Source: an optimization exercise on an open RTL-to-GDS flow (aim: a short achievable clock period and few clock cycles). Production flows keep margins and buffers that such runs may drop.
Where RTL was checked, it was by simulation tests only, not by an equivalence proof against the original.
No activity file was given, so power comes from the tool's default toggle rates.

==> pepper: inputs <==
==> flow/design.v <==
`timescale 1ns/1ps
`timescale 1ns/1ps
`timescale 1ns/1ps
`timescale 1ns/1ps
module dcache (
    input  logic         clk_i,
    input  logic         rst_i,
    input  logic         cpu_req_valid_i,
    input  logic         cpu_req_we_i,
    input  logic [3:0]   cpu_req_be_i,
    input  logic [31:0]  cpu_req_addr_i,
    input  logic [31:0]  cpu_req_wdata_i,
    output logic         cpu_rsp_ready_o,
    output logic [31:0]  cpu_rsp_rdata_o,
    output logic         mem_req_strobe_o,
    output logic         mem_req_we_o,
    output logic [31:0]  mem_req_addr_o,
    output logic [127:0] mem_req_wline_o,
    input  logic         mem_rsp_ready_i,
    input  logic [127:0] mem_rsp_rline_i
);
    localparam int N_SETS   = 16;
    localparam int TAG_BITS = 24;
    logic s_idle_q;    
    logic s_hit_q;     
    logic s_wb_q;      
    logic s_rd_q;      
    logic s_fill_q;    
    logic                req_we_q;
    logic [3:0]          req_be_q;
    logic [3:0]          req_idx_q;
    logic [1:0]          req_off_q;
    logic [TAG_BITS-1:0] req_tag_q;
    logic [31:0]         req_wdata_q;
    logic                hit_way_q;
    logic                vic_way_q;
    logic          rsp_ready_q;
    logic [31:0]   rdata0_q;   
    logic [31:0]   rdata1_q;   
    logic          strobe_q;
    logic          mem_we_q;
    logic [31:0]   mem_addr_q;
    logic [127:0]  mem_wline_q;
    logic [127:0]  fill_q;
    logic [TAG_BITS-1:0] tag_mem  [2][N_SETS];
    logic [127:0]        line_mem [2][N_SETS];
    logic [N_SETS-1:0]   valid_q  [2];
    logic [N_SETS-1:0]   dirty_q  [2];
    logic [N_SETS-1:0]   fifo_q;
    logic [TAG_BITS-1:0] vtag_q   [N_SETS];
    logic [N_SETS-1:0]   vdirty_q;
    logic [3:0]          idx;
    logic [1:0]          off;
    logic [TAG_BITS-1:0] tag;
    logic [1:0]          hit;
    logic [127:0]        line_at [2];
    logic [31:0]         word [2];
    logic                vic;
    logic [TAG_BITS-1:0] vic_tag;
    logic                vic_dirty;
    logic [127:0]        vic_line;
    logic                miss;
    assign idx = cpu_req_addr_i[7:4];
    assign off = cpu_req_addr_i[3:2];
    assign tag = cpu_req_addr_i[31:8];
    logic [N_SETS-1:0] set_sel;
    logic [N_SETS-1:0] tag_eq [2];
    always_comb begin
        for (int s = 0; s < N_SETS; s++) set_sel[s] = (idx == s[3:0]);
        for (int w = 0; w < 2; w++) begin
            for (int s = 0; s < N_SETS; s++) tag_eq[w][s] = (tag_mem[w][s] == tag);
            hit[w]     = |(set_sel & valid_q[w] & tag_eq[w]);
            line_at[w] = line_mem[w][idx];
        end
    end
    logic [31:0] set_word [2][N_SETS];
    always_comb begin
        for (int w = 0; w < 2; w++) begin
            for (int s = 0; s < N_SETS; s++) set_word[w][s] = line_mem[w][s][off*32 +: 32];
            word[w] = '0;
            for (int s = 0; s < N_SETS; s++) word[w] = word[w] | (set_word[w][s] & {32{set_sel[s]}});
        end
    end
    assign miss      = !(hit[0] || hit[1]);
    assign vic       = fifo_q[idx];
    assign vic_tag   = vtag_q[idx];
    assign vic_dirty = vdirty_q[idx];
    assign vic_line  = vic ? line_at[1] : line_at[0];
    logic accept;
    assign accept = s_idle_q && cpu_req_valid_i;
    always_ff @(posedge clk_i) begin
        if (rst_i) begin
            s_idle_q    <= 1'b1;
            s_hit_q     <= 1'b0;
            s_wb_q      <= 1'b0;
            s_rd_q      <= 1'b0;
            s_fill_q    <= 1'b0;
            rsp_ready_q <= 1'b0;
            strobe_q    <= 1'b0;
        end else begin
            s_idle_q    <= (s_idle_q && !cpu_req_valid_i) || s_hit_q || s_fill_q;
            s_hit_q     <= accept && !miss;
            s_wb_q      <= (accept && miss && vic_dirty) || (s_wb_q && !mem_rsp_ready_i);
            s_rd_q      <= (accept && miss && !vic_dirty) || (s_wb_q && mem_rsp_ready_i) ||
                           (s_rd_q && !mem_rsp_ready_i);
            s_fill_q    <= s_rd_q && mem_rsp_ready_i;
            rsp_ready_q <= (accept && !miss) || (s_rd_q && mem_rsp_ready_i);
            strobe_q    <= (accept && miss) || (s_wb_q && mem_rsp_ready_i);
        end
    end
    always_ff @(posedge clk_i) begin
        if (s_idle_q) begin
            req_we_q    <= cpu_req_we_i;
            req_be_q    <= cpu_req_be_i;
            req_idx_q   <= idx;
            req_off_q   <= off;
            req_tag_q   <= tag;
            req_wdata_q <= cpu_req_wdata_i;
            hit_way_q   <= hit[1];
            vic_way_q   <= vic;
        end
        if (s_rd_q && mem_rsp_ready_i) fill_q <= mem_rsp_rline_i;
    end
    always_ff @(posedge clk_i) begin
        mem_we_q    <= s_idle_q && vic_dirty;
        mem_addr_q  <= s_idle_q ? {(vic_dirty ? vic_tag : tag), idx, 4'h0}
                                : {req_tag_q, req_idx_q, 4'h0};
        mem_wline_q <= vic_line;
        rdata0_q    <= s_idle_q ? (word[0] & {32{hit[0]}})
                                : mem_rsp_rline_i[req_off_q*32 +: 32];
        rdata1_q    <= word[1] & {32{s_idle_q && hit[1]}};
    end
    logic [127:0]        other_q;         
    logic [TAG_BITS-1:0] other_tag_q;     
    logic                other_dirty_q;   
    always_ff @(posedge clk_i) begin
        other_q <= vic ? line_at[0] : line_at[1];
        if (s_idle_q) begin
            other_tag_q   <= vic ? tag_mem[0][idx] : tag_mem[1][idx];
            other_dirty_q <= vic ? (valid_q[0][idx] && dirty_q[0][idx])
                                 : (valid_q[1][idx] && dirty_q[1][idx]);
        end
    end
    logic [127:0] base_line;
    logic [127:0] wr_line;
    assign base_line = s_fill_q ? fill_q :
                       (hit_way_q == vic_way_q) ? mem_wline_q : other_q;
    always_comb begin
        wr_line = base_line;
        if (req_we_q) begin
            for (int b = 0; b < 4; b++) begin
                if (req_be_q[b]) wr_line[req_off_q*32 + b*8 +: 8] = req_wdata_q[b*8 +: 8];
            end
        end
    end
    for (genvar w = 0; w < 2; w++) begin : g_way
        for (genvar s = 0; s < N_SETS; s++) begin : g_set
            logic sel_fill;
            logic sel_hit;
            assign sel_fill = s_fill_q && (vic_way_q == w[0]) && (req_idx_q == s[3:0]);
            assign sel_hit  = s_hit_q && req_we_q && (hit_way_q == w[0]) && (req_idx_q == s[3:0]);
            always_ff @(posedge clk_i) begin
                if (sel_fill) tag_mem[w][s] <= req_tag_q;
                if (sel_fill || sel_hit) line_mem[w][s] <= wr_line;
            end
            always_ff @(posedge clk_i) begin
                if (rst_i) begin
                    valid_q[w][s] <= 1'b0;
                end else if (sel_fill) begin
                    valid_q[w][s] <= 1'b1;
                end
            end
            always_ff @(posedge clk_i) begin
                if (sel_fill || sel_hit) dirty_q[w][s] <= req_we_q;
            end
        end
    end
    always_ff @(posedge clk_i) begin
        if (rst_i) begin
            fifo_q <= '0;
        end else if (s_fill_q) begin
            fifo_q[req_idx_q] <= !fifo_q[req_idx_q];
        end
    end
    for (genvar s = 0; s < N_SETS; s++) begin : g_vic
        always_ff @(posedge clk_i) begin
            if (s_fill_q && (req_idx_q == s[3:0])) vtag_q[s] <= other_tag_q;
        end
        always_ff @(posedge clk_i) begin
            if (rst_i) begin
                vdirty_q[s] <= 1'b0;
            end else if (req_idx_q == s[3:0]) begin
                if (s_fill_q) begin
                    vdirty_q[s] <= other_dirty_q;
                end else if (s_hit_q && req_we_q && (hit_way_q == vic_way_q)) begin
                    vdirty_q[s] <= 1'b1;
                end
            end
        end
    end
    assign cpu_rsp_ready_o  = rsp_ready_q;
    assign cpu_rsp_rdata_o  = rdata0_q | rdata1_q;
    assign mem_req_strobe_o = strobe_q;
    assign mem_req_we_o     = mem_we_q;
    assign mem_req_addr_o   = mem_addr_q;
    assign mem_req_wline_o  = mem_wline_q;
endmodule
==> flow/flow/run.sh <==
#!/bin/bash
set -euo pipefail
bash standard.sh SETUP_SLACK_MARGIN=6.5 TNS_END_PERCENT=10 ABC_CLOCK_PERIOD_IN_PS=2000 MATCH_CELL_FOOTPRINT=0 finish > make_finish.log 2>&1
==> flow/standard.sh <==
#!/bin/bash
# synth_recipe.tcl (not shown) runs the flow's synth.tcl, then flattens the netlist and writes it again
# the make line also repeats each setting of config.mk as NAME=value (left out here)
make -C /OpenROAD-flow-scripts/flow DESIGN_CONFIG=/design/flow/config.mk WORK_HOME=/design/flow/orfs CLKGATE_MAP_FILE= SYNTH_SCRIPT=/design/flow/synth_recipe.tcl "${@:-finish}"
==> flow/config.mk <==
export PLATFORM = sky130hd
export DESIGN_NAME = dcache
export DESIGN_NICKNAME = dcache
export VERILOG_FILES = /design/flow/design.v
export SDC_FILE = /design/flow/constraint.sdc
export NUM_CORES = 4
export LEC_CHECK = 0
export CAP_MARGIN = 20
export CELL_PAD_IN_SITES_DETAIL_PLACEMENT = 1
export CELL_PAD_IN_SITES_GLOBAL_PLACEMENT = 2
export CORE_MARGIN = 2
export CORE_UTILIZATION = 40
export PLACE_DENSITY = 0.55
export SLEW_MARGIN = 20
==> flow/constraint.sdc <==
create_clock -name core_clock -period 10.0 [get_ports {clk_i}]
set_input_delay 2.0000 -clock core_clock [delete_from_list [all_inputs] [get_ports {clk_i}]]
set_output_delay 2.0000 -clock core_clock [all_outputs]
set_load 0.01 [all_outputs]
==> inputs of raven, as changes to pepper <==
--- a/flow/design.v
+++ b/flow/design.v
@@ -48,6 +48,4 @@
     logic [N_SETS-1:0]   dirty_q  [2];
     logic [N_SETS-1:0]   fifo_q;
-    logic [TAG_BITS-1:0] vtag_q   [N_SETS];
-    logic [N_SETS-1:0]   vdirty_q;
     logic [3:0]          idx;
     logic [1:0]          off;
@@ -72,18 +70,11 @@
             hit[w]     = |(set_sel & valid_q[w] & tag_eq[w]);
             line_at[w] = line_mem[w][idx];
-        end
-    end
-    logic [31:0] set_word [2][N_SETS];
-    always_comb begin
-        for (int w = 0; w < 2; w++) begin
-            for (int s = 0; s < N_SETS; s++) set_word[w][s] = line_mem[w][s][off*32 +: 32];
-            word[w] = '0;
-            for (int s = 0; s < N_SETS; s++) word[w] = word[w] | (set_word[w][s] & {32{set_sel[s]}});
+            word[w]    = line_at[w][off*32 +: 32];
         end
     end
     assign miss      = !(hit[0] || hit[1]);
     assign vic       = fifo_q[idx];
-    assign vic_tag   = vtag_q[idx];
-    assign vic_dirty = vdirty_q[idx];
+    assign vic_tag   = tag_mem[vic][idx];
+    assign vic_dirty = valid_q[vic][idx] && dirty_q[vic][idx];
     assign vic_line  = vic ? line_at[1] : line_at[0];
     logic accept;
@@ -131,14 +122,7 @@
         rdata1_q    <= word[1] & {32{s_idle_q && hit[1]}};
     end
-    logic [127:0]        other_q;         
-    logic [TAG_BITS-1:0] other_tag_q;     
-    logic                other_dirty_q;   
+    logic [127:0] other_q;    
     always_ff @(posedge clk_i) begin
         other_q <= vic ? line_at[0] : line_at[1];
-        if (s_idle_q) begin
-            other_tag_q   <= vic ? tag_mem[0][idx] : tag_mem[1][idx];
-            other_dirty_q <= vic ? (valid_q[0][idx] && dirty_q[0][idx])
-                                 : (valid_q[1][idx] && dirty_q[1][idx]);
-        end
     end
     logic [127:0] base_line;
@@ -183,20 +167,4 @@
         end
     end
-    for (genvar s = 0; s < N_SETS; s++) begin : g_vic
-        always_ff @(posedge clk_i) begin
-            if (s_fill_q && (req_idx_q == s[3:0])) vtag_q[s] <= other_tag_q;
-        end
-        always_ff @(posedge clk_i) begin
-            if (rst_i) begin
-                vdirty_q[s] <= 1'b0;
-            end else if (req_idx_q == s[3:0]) begin
-                if (s_fill_q) begin
-                    vdirty_q[s] <= other_dirty_q;
-                end else if (s_hit_q && req_we_q && (hit_way_q == vic_way_q)) begin
-                    vdirty_q[s] <= 1'b1;
-                end
-            end
-        end
-    end
     assign cpu_rsp_ready_o  = rsp_ready_q;
     assign cpu_rsp_rdata_o  = rdata0_q | rdata1_q;
==> flow/flow/run.sh (replaced) <==
#!/bin/bash
set -euo pipefail
bash standard.sh SETUP_SLACK_MARGIN=6.5 ABC_CLOCK_PERIOD_IN_PS=2000 finish > make_finish.log 2>&1
- CORE_UTILIZATION: 40 -> 45
- PLACE_DENSITY: 0.55 -> 0.6
==> metrics.md <==
| Metric | Value |
|---|---|
| Status | timing/DRC/antenna clean |
| Largest net degree at the start of global routing | 102 |
| Met1 GRT Util | 53.6% |
| NonClk Buf Share | 6.83% |
| Pleak | 0.0990 uW |
| Total power | 60400 uW |
| Sw frac | 25.9% |
[end of results for pepper]
==> metrics.md <==
| Metric | Value |
|---|---|
| NonClk Buf Share | 10.2% |
| Pleak | 0.0896 uW |
| Total power | 54500 uW |
| Status | failed layout checks |
| Max-slew violations | 1 |
| Largest net degree at the start of global routing | 98 |
| Met1 GRT Util | 62.5% |
| SO Viols | max-slew violations |
| Sw frac | 25.5% |
[end of results for raven]
Testbench counts of pepper, summed over its fixed seeds: cycles 48,257.
Function not checked in raven: the RTL went through the layout flow alone.

==> afterwards: timing with drivers on the ports <==
The flow's constraints put no driver on any port. The routed layouts listed below were extracted and timed again, unchanged, in two steps. Step 1: set_driving_cell puts a clkbuf_16 on clk_i and a buf_2 on each other input, an assumption about the parent block. Step 2 adds t to the input delays and takes it off the output delays; t is the mean of the earliest and latest rising clock arrival at the registers after step 1. Input paths then give back, and output paths get back, about the clock's delay inside the block. Slacks: no drivers / after step 1 / after step 2; pairs: no drivers / after step 1.
run | t (ns) | setup WS [ns] | latest minus earliest clock arrival (ns) | worst register clock-pin slew, ns | worst slew at a driven data input, ns
pepper | 1.298 | 5.900 / 5.643 / 4.345 | 0.068 / 0.068 | 0.07 / 0.07 | 0.69
raven | 1.245 | 5.432 / 5.134 / 3.888 | 0.067 / 0.067 | 0.07 / 0.07 | 0.67
For pepper, which loses most, drivers alone change the setup slack by -0.257 ns; drivers and shift together by -1.555 ns.
